This is an optimization exercise on Yosys and OpenROAD, whose aim is small area, a short achievable clock period and few clock cycles per item, not a production implementation.
Only simulation tests tie the RTL to the original design; equivalence was not proved.
Power and IR drop assume default switching activity.

File: flow/config.mk
export PLATFORM = sky130hd
export DESIGN_NAME = filter_window_scheduler
export DESIGN_NICKNAME = filter_window_scheduler
export VERILOG_FILES = /design/flow/design.v
export SDC_FILE = /design/flow/constraint.sdc
export NUM_CORES = 4
export LEC_CHECK = 0
export ABC_AREA = 1
export CAP_MARGIN = 20
export CORE_MARGIN = 2
export CORE_UTILIZATION = 60
export CTS_BUF_LIST = sky130_fd_sc_hd__clkbuf_16
export CTS_CLUSTER_DIAMETER = 60
export CTS_CLUSTER_SIZE = 32
export SETUP_SLACK_MARGIN = 3.9
export SLEW_MARGIN = 20
File: flow/constraint.sdc
create_clock -name core_clock -period 7.0 [get_ports {clk}]
set_input_delay 1.4000 -clock core_clock [delete_from_list [all_inputs] [get_ports {clk}]]
set_output_delay 1.4000 -clock core_clock [all_outputs]
set_load 0.01 [all_outputs]
File: flow/standard.sh
#!/bin/bash
# synth_recipe.tcl (not shown) runs the flow's synth.tcl, then flattens the netlist and writes it again
# the make line also repeats each setting of config.mk as NAME=value (left out here)
make -C /OpenROAD-flow-scripts/flow DESIGN_CONFIG=/design/flow/config.mk WORK_HOME=/design/flow/orfs CLKGATE_MAP_FILE= SYNTH_SCRIPT=/design/flow/synth_recipe.tcl "${@:-finish}"
File: flow/flow/run.sh
#!/bin/bash
set -euo pipefail
export CTS_ARGS="-sink_clustering_enable -repair_clock_nets -sink_clustering_size 32 -sink_clustering_max_diameter 60 -buf_list sky130_fd_sc_hd__clkbuf_16 -dont_use_dummy_load"
export BUFFER_PORTS_ARGS="-buffer_cell sky130_fd_sc_hd__buf_2"
echo "CTS_ARGS=$CTS_ARGS" > standard.log
echo "BUFFER_PORTS_ARGS=$BUFFER_PORTS_ARGS" >> standard.log
bash standard.sh >> standard.log 2>&1
File: flow/design.v
package filter_pkg;
  localparam int PIX_W = 12;
  localparam int WIN_W = 9 * PIX_W;
endpackage
module line_buffer #(
  parameter int DEPTH = 160,
  parameter int WIDTH = 12,
  parameter int TAPS  = 16
) (
  input  logic                        clk,
  input  logic [TAPS-1:0]             wr,
  input  logic [WIDTH-1:0]            wdata,
  output logic [TAPS*WIDTH-1:0]       rd0,
  output logic [TAPS*WIDTH-1:0]       rd1
);
  localparam int S = DEPTH / TAPS;
  logic [DEPTH*WIDTH-1:0] r0, r1;
  always_ff @(posedge clk) begin
    r0 <= {r0[(DEPTH-1)*WIDTH-1:0], r0[DEPTH*WIDTH-1 -: WIDTH]};
    r1 <= {r1[(DEPTH-1)*WIDTH-1:0], r1[DEPTH*WIDTH-1 -: WIDTH]};
    for (int k = 0; k < TAPS; k++) begin
      if (wr[k]) begin
        r0[k*S*WIDTH +: WIDTH] <= wdata;
        r1[k*S*WIDTH +: WIDTH] <= r0[((k*S + DEPTH - 1) % DEPTH)*WIDTH +: WIDTH];
      end
    end
  end
  always_comb begin
    for (int k = 0; k < TAPS; k++) begin
      rd0[k*WIDTH +: WIDTH] = r0[((k*S + DEPTH - 1) % DEPTH)*WIDTH +: WIDTH];
      rd1[k*WIDTH +: WIDTH] = r1[((k*S + DEPTH - 1) % DEPTH)*WIDTH +: WIDTH];
    end
  end
endmodule
module filter_window_scheduler #(
  parameter int IMG_W = 160,
  parameter int IMG_H = 120,
  parameter int TAPS  = 16
) (
  input  logic             clk,
  input  logic             reset,
  input  logic             sof,
  input  logic [filter_pkg::PIX_W-1:0] pix_in,
  input  logic             pix_valid,
  output logic             pix_ready,
  output logic [filter_pkg::WIN_W-1:0] win_data,
  output logic             win_valid,
  input  logic             win_ready,
  output logic             win_last,
  output logic             busy
);
  localparam int PIX_W = filter_pkg::PIX_W;
  localparam int S     = IMG_W / TAPS;
  localparam int XW    = $clog2(IMG_W);
  localparam int YW    = $clog2(IMG_H);
  localparam int SW    = (S > 1) ? $clog2(S) : 1;
  localparam int TW    = (TAPS > 1) ? $clog2(TAPS) : 1;
  localparam logic [XW-1:0] X_LAST = XW'(IMG_W - 1);
  localparam logic [YW-1:0] Y_LAST = YW'(IMG_H - 1);
  logic [XW-1:0] ix;
  logic [YW-1:0] iy;
  logic          taking;
  logic             sk_e, sk_v, sk_sof;
  logic [PIX_W-1:0] sk_pix;
  logic [XW-1:0] cx;
  logic [YW-1:0] cy;
  logic          em_act, em_own;
  logic [SW-1:0] sub;
  logic          sub0;    
  logic [TW-1:0] tk;
  logic [PIX_W-1:0] w00, w01, w02, w10, w11, w12, w20, w21, w22;
  logic [PIX_W-1:0] o0, o1, o2;
  logic need_align, out_free, src_pix, src_sof, visit, pix_visit, first, arm, abandon, emit;
  logic acc, to_skid, up_m, dn_m, last_win, ml, mr;
  logic taking_n, em_act_n, win_valid_n, win_last_n, sk_v_n, sk_sof_n;
  logic [TAPS-1:0] wr;
  logic [TAPS*PIX_W-1:0] rd0, rd1;
  logic [PIX_W-1:0] pix, col_t, col_m, col_b;
  assign sk_v       = !sk_e;
  assign pix_ready  = reset && sk_e;
  assign acc        = pix_valid && sk_e;
  assign need_align = taking || em_act;
  assign out_free   = !win_valid || win_ready;
  assign src_sof    = sk_v ? sk_sof : sof;
  assign pix        = sk_v ? sk_pix : pix_in;
  assign src_pix    = (sk_v || pix_valid) && (src_sof || taking);
  assign visit      = sub0 && out_free && (src_pix || (em_act && !taking));
  assign pix_visit  = visit && src_pix;
  assign to_skid    = acc && (sof || taking) && !visit;
  assign first      = pix_visit && src_sof;
  assign arm        = pix_visit && !src_sof && ix == '0 && iy == YW'(1);
  assign abandon    = first && taking && em_own;
  assign emit       = visit && em_act && !abandon;
  assign last_win   = cx == X_LAST && cy == Y_LAST;
  assign up_m = pix_visit && !src_sof && iy == YW'(1);
  assign dn_m = !(pix_visit && !src_sof && iy != '0);
  always_comb begin
    col_t = '0;
    col_m = '0;
    for (int k = 0; k < TAPS; k++) begin
      col_t = col_t | ((tk == TW'(k)) ? rd1[k*PIX_W +: PIX_W] : '0);
      col_m = col_m | ((tk == TW'(k)) ? rd0[k*PIX_W +: PIX_W] : '0);
    end
    col_t = up_m ? '0 : col_t;
    col_b = dn_m ? '0 : pix;
    for (int k = 0; k < TAPS; k++)
      wr[k] = visit && tk == TW'(k);
  end
  line_buffer #(.DEPTH(IMG_W), .WIDTH(PIX_W), .TAPS(TAPS)) u_lb (
    .clk(clk), .wr(wr), .wdata(pix), .rd0(rd0), .rd1(rd1));
  always_comb begin
    taking_n = taking;
    if (pix_visit) begin
      if (src_sof) taking_n = 1'b1;
      else if (ix == X_LAST && iy == Y_LAST) taking_n = 1'b0;
    end
    em_act_n = em_act;
    if (emit && last_win) em_act_n = 1'b0;
    if (abandon)          em_act_n = 1'b0;
    if (arm)              em_act_n = 1'b1;
    win_valid_n = emit ? 1'b1 : (win_ready ? 1'b0 : win_valid);
    win_last_n  = emit ? last_win : (win_ready ? 1'b0 : win_last);
    sk_v_n   = sk_v ? !visit : to_skid;
    sk_sof_n = sk_v ? sk_sof : sof;
  end
  assign ml = emit && cx == '0;
  assign mr = emit && cx == X_LAST;
  always_ff @(posedge clk) begin
    if (visit) begin
      w00 <= ml ? '0 : w01;  w01 <= w02;  w02 <= col_t;
      w10 <= ml ? '0 : w11;  w11 <= w12;  w12 <= col_m;
      w20 <= ml ? '0 : w21;  w21 <= w22;  w22 <= col_b;
      o0 <= mr ? '0 : col_t;
      o1 <= mr ? '0 : col_m;
      o2 <= mr ? '0 : col_b;
    end
    if (!sk_v) begin
      sk_pix <= pix_in;
      sk_sof <= sof;
    end
    win_last <= win_last_n;
    if (!need_align) begin
      sub <= '0;
    end else if (!visit) begin
      if (sub == SW'(S - 1)) begin
        sub <= '0;
        tk  <= (tk == TW'(TAPS - 1)) ? '0 : tk + 1'b1;
      end else begin
        sub <= sub + 1'b1;
      end
    end
    if (pix_visit) begin
      if (src_sof) begin
        ix <= XW'(1);
        iy <= '0;
      end else if (ix == X_LAST) begin
        ix <= '0;
        iy <= iy + 1'b1;
      end else begin
        ix <= ix + 1'b1;
      end
    end
    if (arm || abandon) begin
      cx <= '0;
      cy <= '0;
    end else if (emit) begin
      if (cx == X_LAST) begin
        cx <= '0;
        cy <= (cy == Y_LAST) ? '0 : cy + 1'b1;
      end else begin
        cx <= cx + 1'b1;
      end
    end
    if (first)    em_own <= 1'b0;
    else if (arm) em_own <= 1'b1;
  end
  always_ff @(posedge clk or negedge reset) begin
    if (!reset) begin
      taking    <= 1'b0;
      em_act    <= 1'b0;
      win_valid <= 1'b0;
      sk_e      <= 1'b1;
      sub0      <= 1'b1;
      busy      <= 1'b0;
    end else begin
      taking    <= taking_n;
      em_act    <= em_act_n;
      win_valid <= win_valid_n;
      sk_e      <= !sk_v_n;
      sub0      <= !need_align || visit || sub == SW'(S - 1);
      busy      <= taking_n || em_act_n || (win_valid_n && win_last_n) || (sk_v_n && sk_sof_n);
    end
  end
  assign win_data[107:96] = w11;
  assign win_data[95:84]  = w10;
  assign win_data[83:72]  = o1;
  assign win_data[71:60]  = w01;
  assign win_data[59:48]  = w21;
  assign win_data[47:36]  = w00;
  assign win_data[35:24]  = o0;
  assign win_data[23:12]  = w20;
  assign win_data[11:0]   = o2;
endmodule
==> results.ini, run 1 <==
[timing]
maxSlewViolCount = 0
period_minus_slack_ns = 3.10
fmax_mhz = 323
timing_worst_slew_pin_value_ns = 1.15
finalClockSkew_ns = 0.0615
worst_slack_ns = 3.90
final_min_period_over_clock_period_pct = 44.3
setup_repair_after_global_routing_missed_its_margin = yes
timing.max_slew.rel_slack_pct = 23.2
finalSetupViolCount = 0
whs_ns = 0.263
fin_tns_setup_ns = 0
timing.final.hold_violations = 0

[placement]
gp_routability_congestion = 0.784
post-place-ws_ns = 2.42
post-place-cells = 8096
hpwl_after_detailed_placement_um = 104000
buffer_ports.inserted = 128
placedInstanceArea_sq_um = 95200

[hold_path]
min-delay-path-class = register to register

[logic_synthesis]
postSynth.asyncResetShare_pct = 0.148
library_cell_occupying_the_most_area_in_the_post_synthesis_netlist = sky130_fd_sc_hd__dfxtp_1
postSynthNetCount = 6036
ys_top_cells_by_area = sky130_fd_sc_hd__dfxtp_1 84%, sky130_fd_sc_hd__edfxtp_1 5.3%, sky130_fd_sc_hd__nand2_1 3.1%
synth_edf_count = 163
ys_seq_elements = 4043
synth.yosys.warnings = 2
dominantRegCellSynth = sky130_fd_sc_hd__dfxtp_1
synth_top_cell_area_share_pct = 84.3
syn_area_sq_um = 92000
syn_area_per_cell_sq_um = 15.3
netlist-cell-type-count = 41
synth_sequential_area_ratio_pct = 89.7
postSynthCellCount = 6007

[floorplanning]
die-height_um = 396
std_cell_rows = 143
die-area_sq_um = 157000
core_sq_um = 152000
i_o_pin_count = 129
chipWidth_um = 396
initial_utilization_pct = 60.5

[pwr]
finalPower_mw = 37.8
p_leak_nw = 40.4
power.combinational.fraction_pct = 4.8
power.share.sequential_pct = 67.3
vdd_drop_max_mv = 0.270
swShare_pct = 21.6
clock_power_share_pct = 27.8
internal-power_mw = 29.6
p_per_area_nw_per_um2 = 379
switchingPower_mw = 8.18

[clock_tree]
clock_tree.htree_level_count = 4
cts_buffer_depth = 3
cts.clk_slew.worst_paths_ns = 0.11
cts-root-buf = sky130_fd_sc_hd__clkbuf_16
cts.sink_count = 4043
tritoncts_clock_tree = yes
postCtsHoldBufs = 0
clk-insertion-delay-late_ns = 0.81
cts_buffers = 167

[routing]
finalWirelength_um = 164000
top_signal_layer_used = met4
drcViolationCount = 0
detail_route.iter0.violations = 2754
post_drt_wl_per_cell_um = 19.8
avgViaCountPerCell = 4.71
met2_length_um = 70400
wl_met1_um = 82300
drt_pass1_iterations = 5
antenna_left = 0
met3RoutedLength_um = 6990
detailroute.via_count = 39100

[grt]
overflow = 0
grt_pass1_wl_um = 238000
maximum_number_of_pins_on_one_net_before_global_route_repair = 71
antenna_found_initial = 8
grt_pass1_vias = 37000
track_usage_pct = 21.0

[critical_path]
critical_path.max_fanout = 9
path_cells = nand2_1 -> inv_1 -> nand2_1 -> o21ai_0 -> nor2_1 -> nand4_1 -> and2_1
crit_path_top_delay_cell = sky130_fd_sc_hd__nand2_1
critPathCaptureType = register
timing.setup.critical_path_class = register to register
cp_common_cell = sky130_fd_sc_hd__nand2_1
timing.critical_path.from_type = register
max_stage_delay_ns = 0.72
required_ns = 7.55
timing.critical_path.arrival_ns = 3.65

[job]
maxCapViolCount = 0

[finish]
post_route_cells_drive_above_1_share_pct = 9.14
finish.instance_area_sq_um = 99800
finish.utilization_pct = 65.6
final-instance-count-excl-fill = 8291
finish.net_count = 6290
areaGrowthSynthToFinish_pct = 8.42

[outcome]
outcome = finished clean

==> critical path: cells and delay by family (launching register included) <==
| family | cells | cell delay (ns) |
|---|---|---|
| DFF | 1 | 0.54 |
| and+or+nand+nor | 5 | 2.04 |
| buffers and inverters | 1 | 0.08 |
| AOI/OAI and AO/OA | 1 | 0.17 |
==> cells by family after synthesis <==
family                     share of synthesized area [%]
DFF                                                 89.7
buffers and inverters                               1.63
and+or+nand+nor                                     4.79
AOI/OAI and AO/OA                                   2.07
xor gates and xnor gates                          0.0952
muxes                                               1.50
adders and majority gates                          0.163
==> per-layer routing <==
| layer | global-route usage, % | up-vias |
|---|---|---|
| met5 | 0 | - |
| met4 | 5.80 | 0 |
| met3 | 3.09 | 251 |
| met2 | 31.6 | 707 |
| met1 | 31.8 | 19000 |
| li1 | - | 19200 |
==> sequential cells by signal, summed over array words and instances, names as in the netlist, 7 cells and up <==
name,count
u_lb.r1,1920
w00,12
w10,12
w20,12
w12,12
o1,12
cy,7
ix,8
w02,12
cx,8
o2,12
sk_pix,12
w22,12
w11,12
iy,7
o0,12
u_lb.r0,1920
w01,12
w21,12
==> power by group through the flow <==
stage	clock, mW	combinational (mW)	sequential (mW)
finish	10.5	1.82	25.4
global route	11.6	1.98	25.6
CTS	10.8	1.85	25.5
detailed placement	0	1.77	26.0
global placement	0	1.74	26.0
floorplan	0	0.790	25.8
==> Yosys cell counts (2+ instances only) <==
| cell | number |
|---|---|
| sky130_fd_sc_hd__or2_2 | 12 |
| sky130_fd_sc_hd__nor3_1 | 21 |
| sky130_fd_sc_hd__inv_1 | 240 |
| sky130_fd_sc_hd__xor2_1 | 7 |
| sky130_fd_sc_hd__a21oi_1 | 28 |
| sky130_fd_sc_hd__inv_2 | 4 |
| sky130_fd_sc_hd__xnor2_1 | 3 |
| sky130_fd_sc_hd__nand4_1 | 47 |
| sky130_fd_sc_hd__mux2_2 | 123 |
| sky130_fd_sc_hd__o21ai_1 | 18 |
| sky130_fd_sc_hd__buf_2 | 41 |
| sky130_fd_sc_hd__clkbuf_1 | 67 |
| sky130_fd_sc_hd__nor3b_1 | 3 |
| sky130_fd_sc_hd__dfstp_2 | 2 |
| sky130_fd_sc_hd__o21ai_0 | 274 |
| sky130_fd_sc_hd__buf_4 | 10 |
| sky130_fd_sc_hd__nand2_4 | 3 |
| sky130_fd_sc_hd__edfxtp_1 | 163 |
| sky130_fd_sc_hd__o22ai_1 | 17 |
| sky130_fd_sc_hd__a22o_1 | 3 |
| sky130_fd_sc_hd__dfxtp_1 | 3874 |
| sky130_fd_sc_hd__buf_6 | 4 |
| sky130_fd_sc_hd__a22oi_1 | 16 |
| sky130_fd_sc_hd__nor2_2 | 3 |
| sky130_fd_sc_hd__ha_1 | 12 |
| sky130_fd_sc_hd__nand3_1 | 45 |
| sky130_fd_sc_hd__nor2_1 | 171 |
| sky130_fd_sc_hd__dfrtp_1 | 4 |
| sky130_fd_sc_hd__nand2_1 | 771 |
| sky130_fd_sc_hd__nand2_2 | 10 |
==> cells in the final DEF (no fill, tap or decap), drive strengths merged, types with 16 or more instances in the layout <==
cell	Yosys	routed
dfxtp	3874	3874
mux2	123	123
inv	244	238
nor2	175	175
o22ai	17	17
a21oi	29	29
nand4	48	48
a22oi	16	16
nor3	21	21
nand3	45	45
buf	56	208
clkbuf	67	167
edfxtp	163	163
o21ai	292	292
nand2	784	784
==> layout make-up <==
cell class,count,area (sq um)
antenna,2,5.00
tap,2030,2540
fill,11000,52300
sequential,4043,82600
multi-input combinational,1597,8190
timing repair buffer,208,1330
inverter,244,941
clock buffer,167,4180
==> path summary, 6_finish.rpt <==
path | from | endpoint | slack, ns | cells past startpoint
max | tk[2] | o1[10] | 3.90 | 7
min | u_lb.r1[54] | u_lb.r1[66] | 0.26 | 0
max reg2reg | tk[2] | o1[10] | 3.90 | 7
min reg2reg | u_lb.r1[54] | u_lb.r1[66] | 0.26 | 0
max in group asynchronous | reset | sk_e | 6.26 | 2
min in group asynchronous | reset | taking | 0.52 | 2
==> timing repair <==
action	4_1_cts	5_1_grt
pin swaps	1	1
endpoints found under the setup margin	437	139
setup buffers	11	15
resized for setup	31	15
Testbench counts, summed over its fixed seeds: cycles 308,496, items 307,200.
==> run 2: changes to the inputs <==
--- a/flow/config.mk
+++ b/flow/config.mk
@@ -8,9 +8,9 @@
 export ABC_AREA = 1
 export CAP_MARGIN = 20
 export CORE_MARGIN = 2
-export CORE_UTILIZATION = 60
+export CORE_UTILIZATION = 40
 export CTS_BUF_LIST = sky130_fd_sc_hd__clkbuf_16
 export CTS_CLUSTER_DIAMETER = 60
 export CTS_CLUSTER_SIZE = 32
-export SETUP_SLACK_MARGIN = 3.9
+export SETUP_SLACK_MARGIN = 4.1
 export SLEW_MARGIN = 20
==> run 2 against run 1 <==
Wire length rose by 4.3%. Via count rose by 0.40%. Synthesized cell count stayed put. Utilization fell by 21 points. Final area grew 1.8%. Worst setup slack worse by 0.015 ns. Critical path type is now input port to output pin. Largest cell class unchanged.
==> results.ini, run 2 <==
[outcome]
outcome = finished clean

[clock_tree]
clock_tree.htree_level_count = 4
clk-insertion-delay-late_ns = 0.85
cts-root-buf = sky130_fd_sc_hd__clkbuf_16
cts.sink_count = 4043
tritoncts_clock_tree = yes
cts_buffer_depth = 3
cts.clk_slew.worst_paths_ns = 0.11
cts_buffers = 170

[pwr]
swShare_pct = 22.0
power.combinational.fraction_pct = 5.2
internal-power_mw = 29.7
power.share.sequential_pct = 66.8
clock_power_share_pct = 28.0
vdd_drop_max_mv = 0.301
switchingPower_mw = 8.41
p_leak_nw = 40.4
p_per_area_nw_per_um2 = 376

[grt]
track_usage_pct = 14.3
grt_pass1_wl_um = 246000
grt_pass1_vias = 38000
maximum_number_of_pins_on_one_net_before_global_route_repair = 76
antenna_found_initial = 7
overflow = 0

[placement]
hpwl_after_detailed_placement_um = 109000
buffer_ports.inserted = 128
post-place-cells = 9086
gp_routability_congestion = 0.820

[floorplanning]
initial_utilization_pct = 40.1
die-height_um = 484
die-area_sq_um = 234000
core_sq_um = 229000
std_cell_rows = 176
i_o_pin_count = 129
chipWidth_um = 484

[timing]
timing.final.hold_violations = 0
period_minus_slack_ns = 3.12
fin_tns_setup_ns = 0
timing_worst_slew_pin_value_ns = 1.10
setup_repair_after_global_routing_missed_its_margin = yes
fmax_mhz = 321
timing.max_slew.rel_slack_pct = 26.2
finalSetupViolCount = 0
finalClockSkew_ns = 0.0949
final_min_period_over_clock_period_pct = 44.5
maxSlewViolCount = 0

[routing]
drt_pass1_iterations = 5
drcViolationCount = 0
finalWirelength_um = 171000
detail_route.iter0.violations = 2929
detailroute.via_count = 39200
avgViaCountPerCell = 4.21
post_drt_wl_per_cell_um = 18.4
antenna_left = 0

[logic_synthesis]
syn_area_per_cell_sq_um = 15.3
synth_top_cell_area_share_pct = 84.3
library_cell_occupying_the_most_area_in_the_post_synthesis_netlist = sky130_fd_sc_hd__dfxtp_1
postSynth.asyncResetShare_pct = 0.148
netlist-cell-type-count = 41
synth_sequential_area_ratio_pct = 89.7
ys_top_cells_by_area = sky130_fd_sc_hd__dfxtp_1 84%, sky130_fd_sc_hd__edfxtp_1 5.3%, sky130_fd_sc_hd__nand2_1 3.1%
syn_area_sq_um = 92000
dominantRegCellSynth = sky130_fd_sc_hd__dfxtp_1
synth_most_common_cell = sky130_fd_sc_hd__dfxtp_1
postSynthCellCount = 6007
ys_seq_elements = 4043
synth_edf_count = 163
postSynthNetCount = 6036
post_synth_most_frequent_cells = 3874 x sky130_fd_sc_hd__dfxtp_1, 771 x sky130_fd_sc_hd__nand2_1, 274 x sky130_fd_sc_hd__o21ai_0
synth.yosys.warnings = 2

[finish]
mostFrequentLayoutCell = sky130_fd_sc_hd__dfxtp_1
multiInputGateArea_sq_um = 8460
seq_area_sq_um = 82600
largest_registers = u_lb.r0: 1920 flops, u_lb.r1: 1920 flops
post_route_cells_drive_above_1_share_pct = 9.60
final-instance-count-excl-fill = 9307
finish.net_count = 6303
areaGrowthSynthToFinish_pct = 10.3
layout.filler_cells = 20300
commonest_cells_after_routing_fill_and_taps_aside = 3874 x sky130_fd_sc_hd__dfxtp_1, 756 x sky130_fd_sc_hd__nand2_1, 274 x sky130_fd_sc_hd__o21ai_0

[critical_path]
critPathCaptureType = output pin
path_cells = buf_12 -> nand2_4 -> inv_2 -> buf_6
crit_path_top_delay_cell = sky130_fd_sc_hd__buf_12
critical_path.max_fanout = 7
required_ns = 5.60
timing.critical_path.arrival_ns = 1.72
max_stage_delay_ns = 0.12
timing.setup.critical_path_class = input port to output pin
timing.critical_path.from_type = input port

[job]
maxCapViolCount = 0

[hold_path]
min-delay-path-class = register to register

-- run 2: final cells by class --
| type | instances | area share (%) |
|---|---|---|
| well taps | 3026 | 3.73 |
| inverters | 244 | 0.938 |
| clock buffers | 170 | 4.19 |
| diodes | 9 | 0.0222 |
| multi-input cells | 1602 | 8.34 |
| repair buffers | 213 | 1.44 |
| flip-flops and latches | 4043 | 81.3 |
-- run 2: per-layer routing --
layer | GRT usage [%] | routed length (um) | vias up
met1 | 20.4 | 84000 | 19100
met5 | 0 | 0 | -
li1 | - | - | 19200
met3 | 1.98 | 6040 | 226
met2 | 22.9 | 77700 | 664
met4 | 3.60 | 3310 | 0
-- run 2: critical path: cells and delay by family --
kind                   cells  cell delay, ns
AND/OR/NAND/NOR            1            0.06
buffers and inverters      3            0.25
-- run 2: timing repair --
| action | in CTS | in global routing |
|---|---|---|
| pin swaps | 7 | 3 |
| setup buffers | 24 | 13 |
| hold buffers | 0 | 0 |
| resized for setup | 81 | 20 |
| endpoints found under the setup margin | 644 | 286 |
| gates cloned | 3 | 2 |
-- run 2: worst paths after layout --
check	cells past startpoint	startpoint	slack, ns	end
min in group asynchronous	1	reset	0.36	em_act
max	4	reset	3.88	pix_ready
min reg2reg	0	u_lb.r0[650]	0.25	u_lb.r0[662]
max in group asynchronous	1	reset	6.45	sk_e
max reg2reg	8	tk[2]	4.12	o1[5]
min	0	u_lb.r0[650]	0.25	u_lb.r0[662]
-- run 2: metrics by stage --
step                total power, mW  setup slack [ns]  cell area (sq um)  util [%]  hold slack (ns)
finish                         38.1              3.88             102000      44.3            0.249
global route                   39.5              3.87             102000      44.2            0.252
CTS                            38.4              3.85             101000      44.1            0.250
global placement               27.8              3.11              96400      42.0            0.310
floorplan                      26.6              4.10              92100         -            0.310
detailed placement             27.9              3.10              96400      42.0            0.312
-- run 2: cells by family after synthesis --
family | count (synthesis) | share of synthesized area (%)
xor gates and xnor gates | 10 | 0.0952
muxes | 123 | 1.50
adders and majority gates | 12 | 0.163
and+or+nand+nor | 1090 | 4.79
buffers and inverters | 367 | 1.63
AOI/OAI and AO/OA | 362 | 2.07
DFF | 4043 | 89.7
-- run 2: power groups by stage --
| stage | clock, mW | sequential [mW] | combinational, mW |
|---|---|---|---|
| 4_1_cts | 11.0 | 25.5 | 1.95 |
| 3_3_place_gp | 0 | 26.0 | 1.76 |
| 3_5_place_dp | 0 | 26.1 | 1.79 |
| 5_1_grt | 11.7 | 25.6 | 2.14 |
| 2_1_floorplan | 0 | 25.8 | 0.802 |
| 6_report | 10.7 | 25.5 | 2.00 |
==> run 3: changes to the inputs <==
--- a/flow/config.mk
+++ b/flow/config.mk
@@ -12,5 +12,5 @@
 export CTS_BUF_LIST = sky130_fd_sc_hd__clkbuf_16
 export CTS_CLUSTER_DIAMETER = 60
 export CTS_CLUSTER_SIZE = 32
-export SETUP_SLACK_MARGIN = 4.1
+export SETUP_SLACK_MARGIN = 3.8
 export SLEW_MARGIN = 20
==> run 3 against run 2 <==
Sequential share of layout area increased by 0.35 points. Total power decreased by 0.36%. Fmax decreased by 1.6%. Final area decreased by 0.43%. Cell count decreased by 0.16%. Critical path depth unchanged. Critical endpoint unchanged. Largest cell class unchanged. Largest power group unchanged. Highest routed layer is now met5.
==> results.ini, run 3 <==
[finish]
mostFrequentLayoutCell = sky130_fd_sc_hd__dfxtp_1
finish.net_count = 6286
seq_area_sq_um = 82600
largest_registers = u_lb.r0: 1920 flops, u_lb.r1: 1920 flops
areaGrowthSynthToFinish_pct = 9.86
post_route_cells_drive_above_1_share_pct = 9.14
final-instance-count-excl-fill = 9292
commonest_cells_after_routing_fill_and_taps_aside = 3874 x sky130_fd_sc_hd__dfxtp_1, 758 x sky130_fd_sc_hd__nand2_1, 274 x sky130_fd_sc_hd__o21ai_0
layout.filler_cells = 20200
multiInputGateArea_sq_um = 8320

[pwr]
power.share.sequential_pct = 67.0
p_per_area_nw_per_um2 = 376
clock_power_share_pct = 27.8
p_leak_nw = 40.3
swShare_pct = 22.1
switchingPower_mw = 8.39
vdd_drop_max_mv = 0.290
power.combinational.fraction_pct = 5.2
finalPower_mw = 38.0
internal-power_mw = 29.6

[grt]
grt_pass1_vias = 37400
grt_pass1_wl_um = 245000
maximum_number_of_pins_on_one_net_before_global_route_repair = 52
antenna_found_initial = 13
overflow = 0
track_usage_pct = 14.3

[timing]
timing.final.hold_violations = 0
final_min_period_over_clock_period_pct = 45.2
fmax_mhz = 316
timing.max_slew.rel_slack_pct = 28.6
timing_worst_slew_pin_value_ns = 1.07
period_minus_slack_ns = 3.17
fin_tns_setup_ns = 0
worst_slack_ns = 3.83
finalClockSkew_ns = 0.112
maxSlewViolCount = 0
finalSetupViolCount = 0
whs_ns = 0.257
setup_repair_after_global_routing_missed_its_margin = no

[placement]
hpwl_after_detailed_placement_um = 108000
post-place-ws_ns = 2.57
gp_routability_congestion = 0.792
buffer_ports.inserted = 128
post-place-cells = 9092

[logic_synthesis]
library_cell_occupying_the_most_area_in_the_post_synthesis_netlist = sky130_fd_sc_hd__dfxtp_1
syn_area_sq_um = 92000
dominantRegCellSynth = sky130_fd_sc_hd__dfxtp_1
syn_area_per_cell_sq_um = 15.3
synth_sequential_area_ratio_pct = 89.7
postSynth.asyncResetShare_pct = 0.148
postSynthNetCount = 6036
postSynthCellCount = 6007
synth_edf_count = 163
ys_seq_elements = 4043
synth_top_cell_area_share_pct = 84.3
ys_top_cells_by_area = sky130_fd_sc_hd__dfxtp_1 84%, sky130_fd_sc_hd__edfxtp_1 5.3%, sky130_fd_sc_hd__nand2_1 3.1%
synth.yosys.warnings = 2
synth_most_common_cell = sky130_fd_sc_hd__dfxtp_1
netlist-cell-type-count = 41
post_synth_most_frequent_cells = 3874 x sky130_fd_sc_hd__dfxtp_1, 771 x sky130_fd_sc_hd__nand2_1, 274 x sky130_fd_sc_hd__o21ai_0

[critical_path]
timing.critical_path.from_type = input port
timing.setup.critical_path_class = input port to output pin
critical_path.max_fanout = 7
critical_r2r_capture = u_lb.r1[845]
critical_path.n_buffers_inverters = 3
timing.critical_path.arrival_ns = 1.77
required_ns = 5.60
critPathCaptureType = output pin
worst-r2r-cell-count = 9
crit_path_top_delay_cell = sky130_fd_sc_hd__buf_4
register_to_register_setup_slack_ns = 3.94
path_cells = buf_4 -> nand2_2 -> inv_1 -> buf_2
reg2reg_from = sk_e
worst_path_dominant_cell_family = buffers and inverters
max_stage_delay_ns = 0.15

[routing]
drcViolationCount = 0
detail_route.iter0.violations = 3053
detailroute.via_count = 38800
finalWirelength_um = 170000
antenna_left = 0
avgViaCountPerCell = 4.17
post_drt_wl_per_cell_um = 18.3
drt_pass1_iterations = 6

[clock_tree]
cts_buffer_depth = 3
cts.clk_slew.worst_paths_ns = 0.11
clock_tree.htree_level_count = 4
postCtsHoldBufs = 0
cts_buffers = 166
cts.sink_count = 4043
clk-insertion-delay-late_ns = 0.84
tritoncts_clock_tree = yes
cts-root-buf = sky130_fd_sc_hd__clkbuf_16

[floorplanning]
die-height_um = 484
std_cell_rows = 176
die-area_sq_um = 234000
initial_utilization_pct = 40.1
core_sq_um = 229000
i_o_pin_count = 129
chipWidth_um = 484

[job]
maxCapViolCount = 0

[hold_path]
min_to = u_lb.r0[1263]
min-delay-path-class = register to register
whs_path_depth = 0
min_from = u_lb.r0[1251]

[outcome]
outcome = finished clean

==> run 3: cell counts after synthesis <==
Identical to the previous run, type by type.
==> run 3: layout make-up <==
cell class	instances	area share, %
multi-input combinational	1600	8.22
timing repair buffer	202	1.27
tap	3026	3.74
clock buffer	166	4.11
sequential	4043	81.7
inverter	244	0.928
antenna	11	0.0272
==> run 3: layer usage <==
| layer | routed length [um] | up-vias | GRT usage [%] |
|---|---|---|---|
| met5 | 8 | - | 0 |
| met1 | 81500 | 18700 | 20.2 |
| li1 | - | 19200 | - |
| met4 | 5720 | 2 | 5.28 |
| met3 | 8020 | 247 | 2.67 |
| met2 | 74700 | 682 | 22.0 |
==> run 3: worst register-to-register path, cell delays in order (launching register included) <==
cell                      delay [ns]
sky130_fd_sc_hd__dfstp_4        0.65
sky130_fd_sc_hd__buf_12         0.11
sky130_fd_sc_hd__inv_2          0.13
sky130_fd_sc_hd__nand2_1        0.17
sky130_fd_sc_hd__nand3_1        0.13
sky130_fd_sc_hd__nand2_4        0.30
sky130_fd_sc_hd__nand2_4        0.36
sky130_fd_sc_hd__nand2_4        0.27
sky130_fd_sc_hd__buf_6          0.37
sky130_fd_sc_hd__mux2_2         0.43
==> run 3: logic make-up (layout without fill, tap and decap cells) <==
| group | count (synthesis) | count (layout) | share of synthesized area [%] |
|---|---|---|---|
| simple gates | 1090 | 1093 | 4.79 |
| fa+ha+maj | 12 | 12 | 0.163 |
| other cells | 0 | 11 | 0 |
| buf+inv | 367 | 612 | 1.63 |
| xor+xnor | 10 | 10 | 0.0952 |
| flops | 4043 | 4043 | 89.7 |
| mux | 123 | 123 | 1.50 |
| compound gates | 362 | 362 | 2.07 |
==> run 3: power groups by stage <==
| stage | clock network, mW | logic, mW | registers (mW) |
|---|---|---|---|
| floorplan | 0 | 0.786 | 25.8 |
| global placement | 0 | 1.81 | 26.0 |
| detailed placement | 0 | 1.87 | 26.0 |
| CTS | 10.9 | 2.02 | 25.5 |
| global route | 11.7 | 2.13 | 25.6 |
| finish | 10.6 | 1.97 | 25.5 |
==> run 3: worst max-delay path by stage <==
stage,from,endpoint,slack [ns],cells past startpoint
2_1_floorplan,win_ready,tk[0],3.80,9
3_3_place_gp,win_ready,u_lb.r1[361],2.60,10
3_5_place_dp,win_ready,u_lb.r1[364],2.57,10
4_1_cts,w01[7],win_data[67],3.81,1
5_1_grt,reset,pix_ready,3.80,4
6_report,reset,pix_ready,3.83,4
==> run 3: stage by stage <==
| step | area (sq um) | utilization [%] |
|---|---|---|
| after floorplan | 92100 | - |
| after global placement | 96400 | 42.0 |
| after detailed placement | 96500 | 42.0 |
| after CTS | 101000 | 44.0 |
| after global routing | 101000 | 44.1 |
| final | 101000 | 44.1 |
==> run 3: timing repair <==
action | CTS | global route
gates cloned | 3 | 0
pin swaps | 2 | 2
gates resized for setup | 53 | 7
endpoints found under the setup margin | 556 | 20
setup buffers | 14 | 6
endpoints found under the hold margin | 0 | 0
==> run 4: changes to the inputs <==
--- a/flow/config.mk
+++ b/flow/config.mk
@@ -12,5 +12,5 @@
 export CTS_BUF_LIST = sky130_fd_sc_hd__clkbuf_16
 export CTS_CLUSTER_DIAMETER = 60
 export CTS_CLUSTER_SIZE = 32
-export SETUP_SLACK_MARGIN = 3.8
+export SETUP_SLACK_MARGIN = 4.0
 export SLEW_MARGIN = 20
==> run 4 against run 3 <==
First-iteration DRC count shrank 11%. Sequential power about the same. Sequential share of layout area is 0.12 points lower. Total power about the same. Register-to-register slack better by 0.13 ns. Clock power barely moved. Worst hold slack worse by 0.0020 ns. Sequential cell count unchanged. Critical endpoint unchanged. Largest power group unchanged.
==> results.ini, run 4 <==
[outcome]
outcome = finished clean

[logic_synthesis]
netlist-cell-type-count = 41
synth_most_common_cell = sky130_fd_sc_hd__dfxtp_1
synth.area.mux_share_pct = 1.50
postSynthCellCount = 6007
postSynth.asyncResetShare_pct = 0.148
parity_gate_share_of_the_synthesized_area_counting_xor_and_xnor_cells_pct = 0.0952
syn_area_sq_um = 92000
ys_top_cells_by_area = sky130_fd_sc_hd__dfxtp_1 84%, sky130_fd_sc_hd__edfxtp_1 5.3%, sky130_fd_sc_hd__nand2_1 3.1%
synth_sequential_area_ratio_pct = 89.7
syn_area_per_cell_sq_um = 15.3
synthSimpleGateAreaFrac_pct = 4.79
post_synth_most_frequent_cells = 3874 x sky130_fd_sc_hd__dfxtp_1, 771 x sky130_fd_sc_hd__nand2_1, 274 x sky130_fd_sc_hd__o21ai_0
synth.yosys.warnings = 2
synth_compound_gate_area_share_pct = 2.07
ys_seq_elements = 4043
synth_edf_count = 163
postSynthNetCount = 6036
post_synth_fa_ha_maj_area_fraction_pct = 0.163
synth_top_cell_area_share_pct = 84.3
dominant_combinational_cell_family_by_area_after_synthesis = simple AND/OR/NAND/NOR gates
dominantRegCellSynth = sky130_fd_sc_hd__dfxtp_1
library_cell_occupying_the_most_area_in_the_post_synthesis_netlist = sky130_fd_sc_hd__dfxtp_1

[critical_path]
max_stage_delay_ns = 0.12
timing.setup.critical_path_class = input port to output pin
timing.critical_path.arrival_ns = 1.72
critical_r2r_capture = o0[8]
required_ns = 5.60
worst-r2r-cell-count = 11
path_cells = buf_6 -> nand2_4 -> inv_2 -> buf_6
cp_common_cell = sky130_fd_sc_hd__buf_6
crit_path_top_delay_cell = sky130_fd_sc_hd__buf_6
critical_path.max_fanout = 7
reg2reg_from = tk[1]
register_to_register_setup_slack_ns = 4.07
timing.critical_path.from_type = input port
critPathCaptureType = output pin

[floorplanning]
i_o_pin_count = 129
die-height_um = 484
initial_utilization_pct = 40.1
chipWidth_um = 484
die-area_sq_um = 234000
std_cell_rows = 176
core_sq_um = 229000

[placement]
buffer_ports.inserted = 128
placedInstanceArea_sq_um = 96400
gp_routability_congestion = 0.773
post-place-ws_ns = 2.43
post-place-cells = 9082
hpwl_after_detailed_placement_um = 106000

[finish]
largest_registers = u_lb.r0: 1920 flops, u_lb.r1: 1920 flops
post_route_cells_drive_above_1_share_pct = 9.32
finish.utilization_pct = 44.1
areaGrowthSynthToFinish_pct = 10.0
finish.net_count = 6287
commonest_cells_after_routing_fill_and_taps_aside = 3874 x sky130_fd_sc_hd__dfxtp_1, 755 x sky130_fd_sc_hd__nand2_1, 274 x sky130_fd_sc_hd__o21ai_0
final-instance-count-excl-fill = 9285
finish.instance_area_sq_um = 101000
mostFrequentLayoutCell = sky130_fd_sc_hd__dfxtp_1

[clock_tree]
clk-insertion-delay-late_ns = 0.85
cts_buffer_depth = 3
cts.clk_slew.worst_paths_ns = 0.10
tritoncts_clock_tree = yes
cts-root-buf = sky130_fd_sc_hd__clkbuf_16
cts.sink_count = 4043
clock_tree.htree_level_count = 4
cts_buffers = 168

[grt]
overflow = 0
grt_pass1_wl_um = 245000
grt_pass1_vias = 38300
track_usage_pct = 14.2
maximum_number_of_pins_on_one_net_before_global_route_repair = 69
antenna_found_initial = 7

[timing]
final_min_period_over_clock_period_pct = 44.5
period_minus_slack_ns = 3.12
maxSlewViolCount = 0
worst_slack_ns = 3.88
finalClockSkew_ns = 0.115
setup_repair_after_global_routing_missed_its_margin = yes
timing.final.hold_violations = 0
timing.max_slew.rel_slack_pct = 27.5
finalSetupViolCount = 0
fmax_mhz = 321
whs_ns = 0.255
timing_worst_slew_pin_value_ns = 1.09
fin_tns_setup_ns = 0

[hold_path]
min_from = u_lb.r1[1292]
whs_path_depth = 0
min_to = u_lb.r1[1304]
min-delay-path-class = register to register

[pwr]
power.combinational.fraction_pct = 5.2
finalPower_mw = 38.0
clock_power_share_pct = 27.9
p_leak_nw = 40.3
p_per_area_nw_per_um2 = 376
swShare_pct = 22.0
vdd_drop_max_mv = 0.303
internal-power_mw = 29.7
power.share.sequential_pct = 66.9
switchingPower_mw = 8.35

[routing]
drt_pass1_iterations = 5
avgViaCountPerCell = 4.19
detail_route.iter0.violations = 2707
antenna_left = 0
detailroute.via_count = 38900
finalWirelength_um = 168000
drcViolationCount = 0
post_drt_wl_per_cell_um = 18.1

[job]
maxCapViolCount = 0

-- run 4: per-layer routing --
| layer | GRT usage [%] | vias up | part of all wire [%] |
|---|---|---|---|
| li1 | - | 19200 | - |
| met1 | 19.9 | 18900 | 49 |
| met2 | 22.6 | 602 | 45 |
| met3 | 2.46 | 260 | 4.0 |
| met4 | 4.01 | 0 | 2.5 |
| met5 | 0 | - | 0 |
-- run 4: cell families (layout without fill, tap and decap cells) --
kind of cell | Yosys count | after routing
xor gates and xnor gates | 10 | 10
muxes | 123 | 123
AOI/OAI and AO/OA | 362 | 362
buffers and inverters | 367 | 613
adders and majority gates | 12 | 12
and+or+nand+nor | 1090 | 1093
DFF | 4043 | 4043
other | 0 | 3
-- run 4: repair_timing --
item / in CTS / in global routing
cloned: 3 / 0
hold endpoints to repair: 0 / 0
pin swaps: 3 / 1
resized for setup: 73 / 13
endpoints found under the setup margin: 611 / 39
setup buffers: 20 / 9
hold buffers: 0 / 0
-- run 4: area by class of cell --
cell class                 instances  area [sq um]
antenna                            3          7.51
clock buffer                     168          4200
fill                           20200        128000
inverter                         244           941
multi-input combinational       1600          8390
sequential                      4043         82600
tap                             3026          3790
timing repair buffer             201          1320
-- run 4: how the worst max path moves through the flow --
stage	start	to	slack, ns	depth (start not counted)
6_report	reset	pix_ready	3.88	4
4_1_cts	o0[0]	win_data[24]	3.77	1
3_3_place_gp	win_ready	w10[4]	2.45	9
5_1_grt	sk_e	pix_ready	3.85	3
2_1_floorplan	win_ready	sub[3]	4.02	11
3_5_place_dp	win_ready	w10[4]	2.43	9
-- run 4: critical path: cells and delay by family --
| kind | cells | cell delay, ns |
|---|---|---|
| simple gates | 1 | 0.06 |
| buf+inv | 3 | 0.25 |
-- run 4: power by group through the flow --
stage	registers (mW)	clock network [mW]	logic (mW)
after floorplan	25.8	0	0.791
after CTS	25.5	10.9	2.01
after global routing	25.6	11.7	2.11
final	25.4	10.6	1.96
after global placement	26.0	0	1.76
after detailed placement	26.0	0	1.79
==> run 5: changes to the inputs <==
--- a/flow/config.mk
+++ b/flow/config.mk
@@ -12,5 +12,5 @@
 export CTS_BUF_LIST = sky130_fd_sc_hd__clkbuf_16
 export CTS_CLUSTER_DIAMETER = 60
 export CTS_CLUSTER_SIZE = 32
-export SETUP_SLACK_MARGIN = 4.0
+export SETUP_SLACK_MARGIN = 3.9
 export SLEW_MARGIN = 20
==> run 5 against run 4 <==
Clock skew grew 0.015 ns. Total power shrank 0.15%. Die area is the same. Worst hold slack lost 0.0061 ns. Non-clock buffer count grew 6. Final area is essentially flat. Utilization is essentially flat. Register-to-register slack lost 0.09 ns. Global-route usage is essentially flat. Critical path type unchanged. Critical endpoint unchanged. Largest cell class unchanged.
==> results.ini, run 5 <==
[timing]
timing.final.hold_violations = 0
worst_slack_ns = 3.92
final_min_period_over_clock_period_pct = 44.0
maxSlewViolCount = 0
fmax_mhz = 325
timing_worst_slew_pin_value_ns = 0.987
period_minus_slack_ns = 3.08
finalClockSkew_ns = 0.130
fin_tns_setup_ns = 0
finalSetupViolCount = 0
timing.max_slew.rel_slack_pct = 34.0
setup_repair_after_global_routing_missed_its_margin = yes

[finish]
post_route_cells_drive_above_1_share_pct = 9.15
layout.filler_cells = 20100
mostFrequentLayoutCell = sky130_fd_sc_hd__dfxtp_1
commonest_cells_after_routing_fill_and_taps_aside = 3874 x sky130_fd_sc_hd__dfxtp_1, 759 x sky130_fd_sc_hd__nand2_1, 274 x sky130_fd_sc_hd__o21ai_0
finish.utilization_pct = 44.1
areaGrowthSynthToFinish_pct = 9.92
largest_registers = u_lb.r0: 1920 flops, u_lb.r1: 1920 flops
final-instance-count-excl-fill = 9290
finish.net_count = 6291

[logic_synthesis]
parity_gate_share_of_the_synthesized_area_counting_xor_and_xnor_cells_pct = 0.0952
post_synth_most_frequent_cells = 3874 x sky130_fd_sc_hd__dfxtp_1, 771 x sky130_fd_sc_hd__nand2_1, 274 x sky130_fd_sc_hd__o21ai_0
dominantRegCellSynth = sky130_fd_sc_hd__dfxtp_1
postSynthCellCount = 6007
synthSimpleGateAreaFrac_pct = 4.79
postSynthNetCount = 6036
synth.area.mux_share_pct = 1.50
postSynth.asyncResetShare_pct = 0.148
library_cell_occupying_the_most_area_in_the_post_synthesis_netlist = sky130_fd_sc_hd__dfxtp_1
netlist-cell-type-count = 41
ys_seq_elements = 4043
synth_top_cell_area_share_pct = 84.3
synth_sequential_area_ratio_pct = 89.7
synth_compound_gate_area_share_pct = 2.07
syn_area_sq_um = 92000
synth_most_common_cell = sky130_fd_sc_hd__dfxtp_1
post_synth_fa_ha_maj_area_fraction_pct = 0.163
synth.yosys.warnings = 2
dominant_combinational_cell_family_by_area_after_synthesis = simple AND/OR/NAND/NOR gates
synth_edf_count = 163
ys_top_cells_by_area = sky130_fd_sc_hd__dfxtp_1 84%, sky130_fd_sc_hd__edfxtp_1 5.3%, sky130_fd_sc_hd__nand2_1 3.1%
syn_area_per_cell_sq_um = 15.3

[routing]
avgViaCountPerCell = 4.18
drcViolationCount = 0
detail_route.iter0.violations = 2795
drt_pass1_iterations = 5
post_drt_wl_per_cell_um = 18.2
antenna_left = 0
detailroute.via_count = 38800
finalWirelength_um = 169000

[critical_path]
critical_r2r_capture = u_lb.r1[361]
worst-r2r-cell-count = 10
critPathCaptureType = output pin
register_to_register_setup_slack_ns = 3.98
reg2reg_from = sk_e
timing.critical_path.from_type = input port
timing.setup.critical_path_class = input port to output pin
timing.critical_path.from = reset
max_stage_delay_ns = 0.10
timing.critical_path.arrival_ns = 1.68
crit_path_top_delay_cell = sky130_fd_sc_hd__buf_12
required_ns = 5.60
critical_path.max_fanout = 2
worst_setup_path_endpoint = pix_ready
path_cells = buf_12 -> nand2_4 -> inv_2 -> buf_6

[pwr]
swShare_pct = 22.0
vdd_drop_max_mv = 0.307
p_per_area_nw_per_um2 = 375
power.combinational.fraction_pct = 5.2
finalPower_mw = 38.0
switchingPower_mw = 8.35
internal-power_mw = 29.6
power.share.sequential_pct = 67.0
p_leak_nw = 40.4
clock_power_share_pct = 27.8

[clock_tree]
cts_buffers = 166
cts.clk_slew.worst_paths_ns = 0.09
cts-root-buf = sky130_fd_sc_hd__clkbuf_16
tritoncts_clock_tree = yes
clk-insertion-delay-late_ns = 0.85
cts_buffer_depth = 3
clock_tree.htree_level_count = 4
cts.sink_count = 4043

[placement]
post-place-cells = 9096
buffer_ports.inserted = 128
hpwl_after_detailed_placement_um = 106000
gp_routability_congestion = 0.795
post-place-ws_ns = 2.55

[job]
maxCapViolCount = 0

[hold_path]
min-delay-path-class = register to register

[grt]
grt_pass1_wl_um = 244000
track_usage_pct = 14.2
antenna_found_initial = 6
overflow = 0
maximum_number_of_pins_on_one_net_before_global_route_repair = 73
grt_pass1_vias = 37500

[floorplanning]
die-height_um = 484
initial_utilization_pct = 40.1
std_cell_rows = 176
i_o_pin_count = 129
core_sq_um = 229000
chipWidth_um = 484
die-area_sq_um = 234000

[outcome]
outcome = finished clean

-- run 5: cells by family after synthesis --
kind of cell | Yosys count
compound gates | 362
mux | 123
fa+ha+maj | 12
simple gates | 1090
buf+inv | 367
flops | 4043
xor+xnor | 10
-- run 5: what timing repair did --
action                                 CTS  global route
setup endpoints to repair              543            25
cloned                                   3             0
buffers inserted                        17             4
endpoints found under the hold margin    0             0
gates resized for setup                 64             7
pin swaps                                2             3
hold buffers                             0             0
-- run 5: per-stage QoR --
| step | hold WS (ns) | cell area, sq um |
|---|---|---|
| after CTS | 0.250 | 101000 |
| after global routing | 0.248 | 101000 |
| after floorplan | 0.310 | 92100 |
| final | 0.249 | 101000 |
| after global placement | 0.309 | 96400 |
| after detailed placement | 0.312 | 96400 |
-- run 5: how the worst min path moves through the flow --
stage	startpoint	end	slack, ns	depth (start not counted)
floorplan	u_lb.r0[988]	u_lb.r0[1000]	0.31	0
global placement	u_lb.r1[904]	u_lb.r1[916]	0.31	0
detailed placement	u_lb.r0[1184]	u_lb.r0[1196]	0.31	0
CTS	u_lb.r0[1274]	u_lb.r0[1286]	0.25	0
global route	u_lb.r0[879]	u_lb.r0[891]	0.25	0
finish	u_lb.r0[1274]	u_lb.r0[1286]	0.25	0
-- run 5: area by class of cell --
| class | count | area, sq um | share of cell area [%] |
|---|---|---|---|
| diodes | 4 | 10.0 | 0.00989 |
| flip-flops and latches | 4043 | 82600 | 81.7 |
| well taps | 3026 | 3790 | 3.74 |
| multi-input cells | 1600 | 8320 | 8.22 |
| clock buffers | 166 | 4150 | 4.11 |
| inverters | 244 | 936 | 0.925 |
| repair buffers | 207 | 1360 | 1.35 |
-- run 5: layer usage --
layer | track usage, % | routed length, um
met5 | 0 | 9
met1 | 20.4 | 83900
met3 | 2.31 | 6540
met4 | 4.34 | 4810
met2 | 21.9 | 73500
-- run 5: worst max-delay path: cells and delay by family --
kind                   cells  cell delay [ns]
buffers and inverters      3             0.23
AND/OR/NAND/NOR            1             0.04
-- run 5: power by group through the flow --
| stage | combinational (mW) | sequential (mW) | clock [mW] |
|---|---|---|---|
| finish | 1.96 | 25.5 | 10.6 |
| global route | 2.12 | 25.6 | 11.7 |
| CTS | 2.02 | 25.5 | 10.8 |
| detailed placement | 1.79 | 26.0 | 0 |
| global placement | 1.76 | 26.0 | 0 |
| floorplan | 0.790 | 25.8 | 0 |
==> run 6: changes to the inputs <==
==> flow/run.sh (new file) <==
#!/bin/bash
# synth_recipe.tcl (not shown) runs the flow's synth.tcl, then flattens the netlist and writes it again
# the make line also repeats each setting of config.mk as NAME=value (left out here)
make -C /OpenROAD-flow-scripts/flow DESIGN_CONFIG=/design/flow/config.mk WORK_HOME=/design/flow/orfs CLKGATE_MAP_FILE= SYNTH_SCRIPT=/design/flow/synth_recipe.tcl finish
--- a/flow/config.mk
+++ b/flow/config.mk
@@ -5,7 +5,6 @@
 export SDC_FILE = /design/flow/constraint.sdc
 export NUM_CORES = 4
 export LEC_CHECK = 0
-export ABC_AREA = 1
 export CAP_MARGIN = 20
 export CORE_MARGIN = 2
 export CORE_UTILIZATION = 40
removed: flow/flow/run.sh
removed: flow/standard.sh
==> run 6 against run 5 <==
Largest cell class unchanged. Cell count down 5.0%. Non-clock buffer count grew 8. Highest routed layer is now met4. Global-route usage is 1.1 points lower. Critical path type unchanged. Clock skew down 0.081 ns. Critical endpoint unchanged. Die area hardly changed. Sequential cell count is the same. Synthesized area hardly changed. Total power is 8.1% lower. Via count decreased by 3.6%.
==> results.ini, run 6 <==
[timing]
final_min_period_over_clock_period_pct = 45.6
fmax_mhz = 313
worst_slack_ns = 3.81
finalSetupViolCount = 0
period_minus_slack_ns = 3.19
fin_tns_setup_ns = 0
timing.final.hold_violations = 0
timing.max_slew.rel_slack_pct = 28.8
maxSlewViolCount = 0
timing_worst_slew_pin_value_ns = 1.07
setup_repair_after_global_routing_missed_its_margin = yes
finalClockSkew_ns = 0.0498

[floorplanning]
i_o_pin_count = 129
die-area_sq_um = 234000
initial_utilization_pct = 40.1
std_cell_rows = 176
core_sq_um = 229000
chipWidth_um = 484
die-height_um = 484

[critical_path]
timing.setup.critical_path_class = input port to output pin
worst-r2r-cell-count = 8
critical_r2r_capture = o0[9]
critical_path.n_buffers_inverters = 2
timing.critical_path.from_type = input port
crit_cells = 3
critPathCaptureType = output pin
crit_path_top_delay_cell = sky130_fd_sc_hd__and2_1
worst_setup_path_endpoint = pix_ready
path_cells = buf_6 -> and2_1 -> buf_2
max_stage_delay_ns = 0.15
worst_path_dominant_cell_family = buffers and inverters
timing.critical_path.arrival_ns = 1.79
register_to_register_setup_slack_ns = 3.91
required_ns = 5.60
timing.critical_path.from = reset
critical_path.max_fanout = 7
reg2reg_from = tk[1]

[finish]
finish.net_count = 5731
areaGrowthSynthToFinish_pct = 11.8
largest_registers = u_lb.r0: 1920 flops, u_lb.r1: 1920 flops
mostFrequentLayoutCell = sky130_fd_sc_hd__dfxtp_1
post_route_cells_drive_above_1_share_pct = 10.6
finish.utilization_pct = 44.9
commonest_cells_after_routing_fill_and_taps_aside = 3874 x sky130_fd_sc_hd__dfxtp_1, 270 x sky130_fd_sc_hd__nor2_1, 219 x sky130_fd_sc_hd__a21oi_1

[logic_synthesis]
synth_edf_count = 163
netlist-cell-type-count = 71
postSynthCellCount = 5467
synth_sequential_area_ratio_pct = 89.8
ys_top_cells_by_area = sky130_fd_sc_hd__dfxtp_1 84%, sky130_fd_sc_hd__edfxtp_1 5.3%, sky130_fd_sc_hd__mux2_2 2.6%
library_cell_occupying_the_most_area_in_the_post_synthesis_netlist = sky130_fd_sc_hd__dfxtp_1
dominantRegCellSynth = sky130_fd_sc_hd__dfxtp_1
ys_seq_elements = 4043
postSynth.asyncResetShare_pct = 0.148
synth_most_common_cell = sky130_fd_sc_hd__dfxtp_1
syn_area_sq_um = 92000
syn_area_per_cell_sq_um = 16.8
post_synth_most_frequent_cells = 3874 x sky130_fd_sc_hd__dfxtp_1, 271 x sky130_fd_sc_hd__nor2_1, 219 x sky130_fd_sc_hd__a21oi_1
synth.yosys.warnings = 2
synth_top_cell_area_share_pct = 84.3
postSynthNetCount = 5496

[clock_tree]
cts-root-buf = sky130_fd_sc_hd__clkbuf_16
cts_buffer_depth = 3
clock_tree.htree_level_count = 4
tritoncts_clock_tree = yes
cts.sink_count = 4043
cts.clk_slew.worst_paths_ns = 0.11
clk-insertion-delay-late_ns = 0.84
cts_buffers = 165
postCtsHoldBufs = 0

[routing]
detail_route.iter0.violations = 2485
detailroute.via_count = 37400
avgViaCountPerCell = 4.24
drcViolationCount = 0
drt_pass1_iterations = 7
post_drt_wl_per_cell_um = 17.9
antenna_left = 0
finalWirelength_um = 158000

[hold_path]
min_from = u_lb.r1[99]
min-delay-path-class = register to register

[pwr]
p_per_area_nw_per_um2 = 339
vdd_drop_max_mv = 0.253
p_leak_nw = 39.7

[grt]
grt_pass1_vias = 36500
maximum_number_of_pins_on_one_net_before_global_route_repair = 155
track_usage_pct = 13.1
grt_pass1_wl_um = 230000
overflow = 0
antenna_found_initial = 7

[placement]
gp_routability_congestion = 0.749
buffer_ports.inserted = 128
post-place-ws_ns = 2.23
hpwl_after_detailed_placement_um = 93200

[outcome]
outcome = finished clean

[job]
maxCapViolCount = 0

-- run 6: logic make-up (layout without fill, tap and decap cells) --
logic type / after synthesis / after routing / share of synthesized area [%]
flip-flops: 4043 / 4043 / 89.8
AND/OR/NAND/NOR: 517 / 517 / 2.58
AO/OA/AOI/OAI: 455 / 455 / 3.36
multiplexers: 245 / 245 / 3.06
buffers and inverters: 172 / 506 / 0.804
XOR/XNOR: 23 / 23 / 0.219
adder cells (fa/ha/maj): 12 / 12 / 0.163
other: 0 / 3 / 0
-- run 6: area by class of cell --
| class | instances | area [sq um] |
|---|---|---|
| Antenna cell | 3 | 7.51 |
| Clock buffer | 170 | 4250 |
| Clock inverter | 96 | 1100 |
| Fill cell | 19800 | 126000 |
| Inverter | 25 | 96.3 |
| Multi-Input combinational cell | 1252 | 8890 |
| Sequential cell | 4043 | 82600 |
| Tap cell | 3026 | 3790 |
| Timing Repair Buffer | 215 | 2110 |
-- run 6: worst reg2reg max path, cell delays in order, from the launching register on --
cell                       delay, ns
sky130_fd_sc_hd__edfxtp_1       0.49
sky130_fd_sc_hd__inv_1          0.18
sky130_fd_sc_hd__ha_4           0.31
sky130_fd_sc_hd__buf_12         0.23
sky130_fd_sc_hd__a222oi_1       0.53
sky130_fd_sc_hd__nand2_1        0.09
sky130_fd_sc_hd__o21ai_0        0.54
sky130_fd_sc_hd__a21oi_1        0.25
sky130_fd_sc_hd__nor3b_1        0.21
-- run 6: stage by stage --
stage	area [sq um]	hold WS, ns	std cells	power [mW]
floorplan	92000	0.310	5467	23.6
global placement	97100	0.310	8527	23.7
detailed placement	97100	0.312	8527	23.7
CTS	103000	0.290	8815	35.2
global route	103000	0.285	8828	36.0
finish	103000	0.304	8830	34.9
-- run 6: worst min-delay path by stage --
stage                          to  slack [ns]  depth (start not counted)
global route               em_act        0.29                          1
detailed placement  u_lb.r0[1454]        0.31                          0
CTS                        em_act        0.29                          1
global placement     u_lb.r1[946]        0.31                          0
finish               u_lb.r1[111]        0.30                          0
floorplan           u_lb.r0[1000]        0.31                          0
-- run 6: per-layer routing --
metal	part of all wire, %	global-route usage [%]	vias up
li1	-	-	18200
met2	43	19.9	617
met5	0	0	-
met4	2.2	3.71	0
met1	50	19.2	18300
met3	4.1	2.22	206
-- run 6: power breakdown --
part | switching [mW] | internal [mW]
Combinational | 0.00403 | 0.00865
Sequential | 0 | 23.1
Clock | 6.99 | 4.77
Total | 7.00 | 27.9
-- run 6: repair_timing --
| item | CTS | global route |
|---|---|---|
| cloned | 0 | 2 |
| setup endpoints to repair | 750 | 259 |
| buffers inserted | 22 | 10 |
| resized for setup | 198 | 20 |
| pin swaps | 11 | 6 |

## port drivers added, routing unchanged
The results above use ideal ports. As a check the final layouts listed here were re-extracted and re-timed, cells and wires unchanged.
Step 1 assumes that a clkbuf_16 drives the clock port and a buf_2 every other input.
Step 2 adds t to the input delays and takes it off the output delays; t is the mean of the earliest and latest rising clock arrival at the registers after step 1. Input paths then give back, and output paths get back, about the clock's delay inside the block.
Slacks: no drivers / after step 1 / after step 2; pairs: no drivers / after step 1.
run | t, ns | setup slack, ns | hold slack, ns | slew at the worst register clock pin (ns)
run 1 | 0.863 | 3.899 / 3.864 / 3.157 | 0.263 / 0.263 / 0.263 | 0.11 / 0.11
run 2 | 0.883 | 3.885 / 3.835 / 3.363 | 0.249 / 0.249 / 0.249 | 0.11 / 0.11
run 3 | 0.873 | 3.833 / 3.807 / 3.064 | 0.257 / 0.257 / 0.257 | 0.11 / 0.11
run 4 | 0.886 | 3.883 / 3.851 / 3.308 | 0.255 / 0.255 / 0.255 | 0.12 / 0.12
run 5 | 0.881 | 3.919 / 3.870 / 3.245 | 0.249 / 0.249 / 0.249 | 0.11 / 0.11
run 6 | 0.897 | 3.807 / 3.772 / 3.085 | 0.304 / 0.303 / 0.304 | 0.12 / 0.12
After both steps setup and hold are still met in every run listed. The setup slack of run 3, which loses most, moves by -0.026 ns with the drivers and by -0.769 ns with both steps.
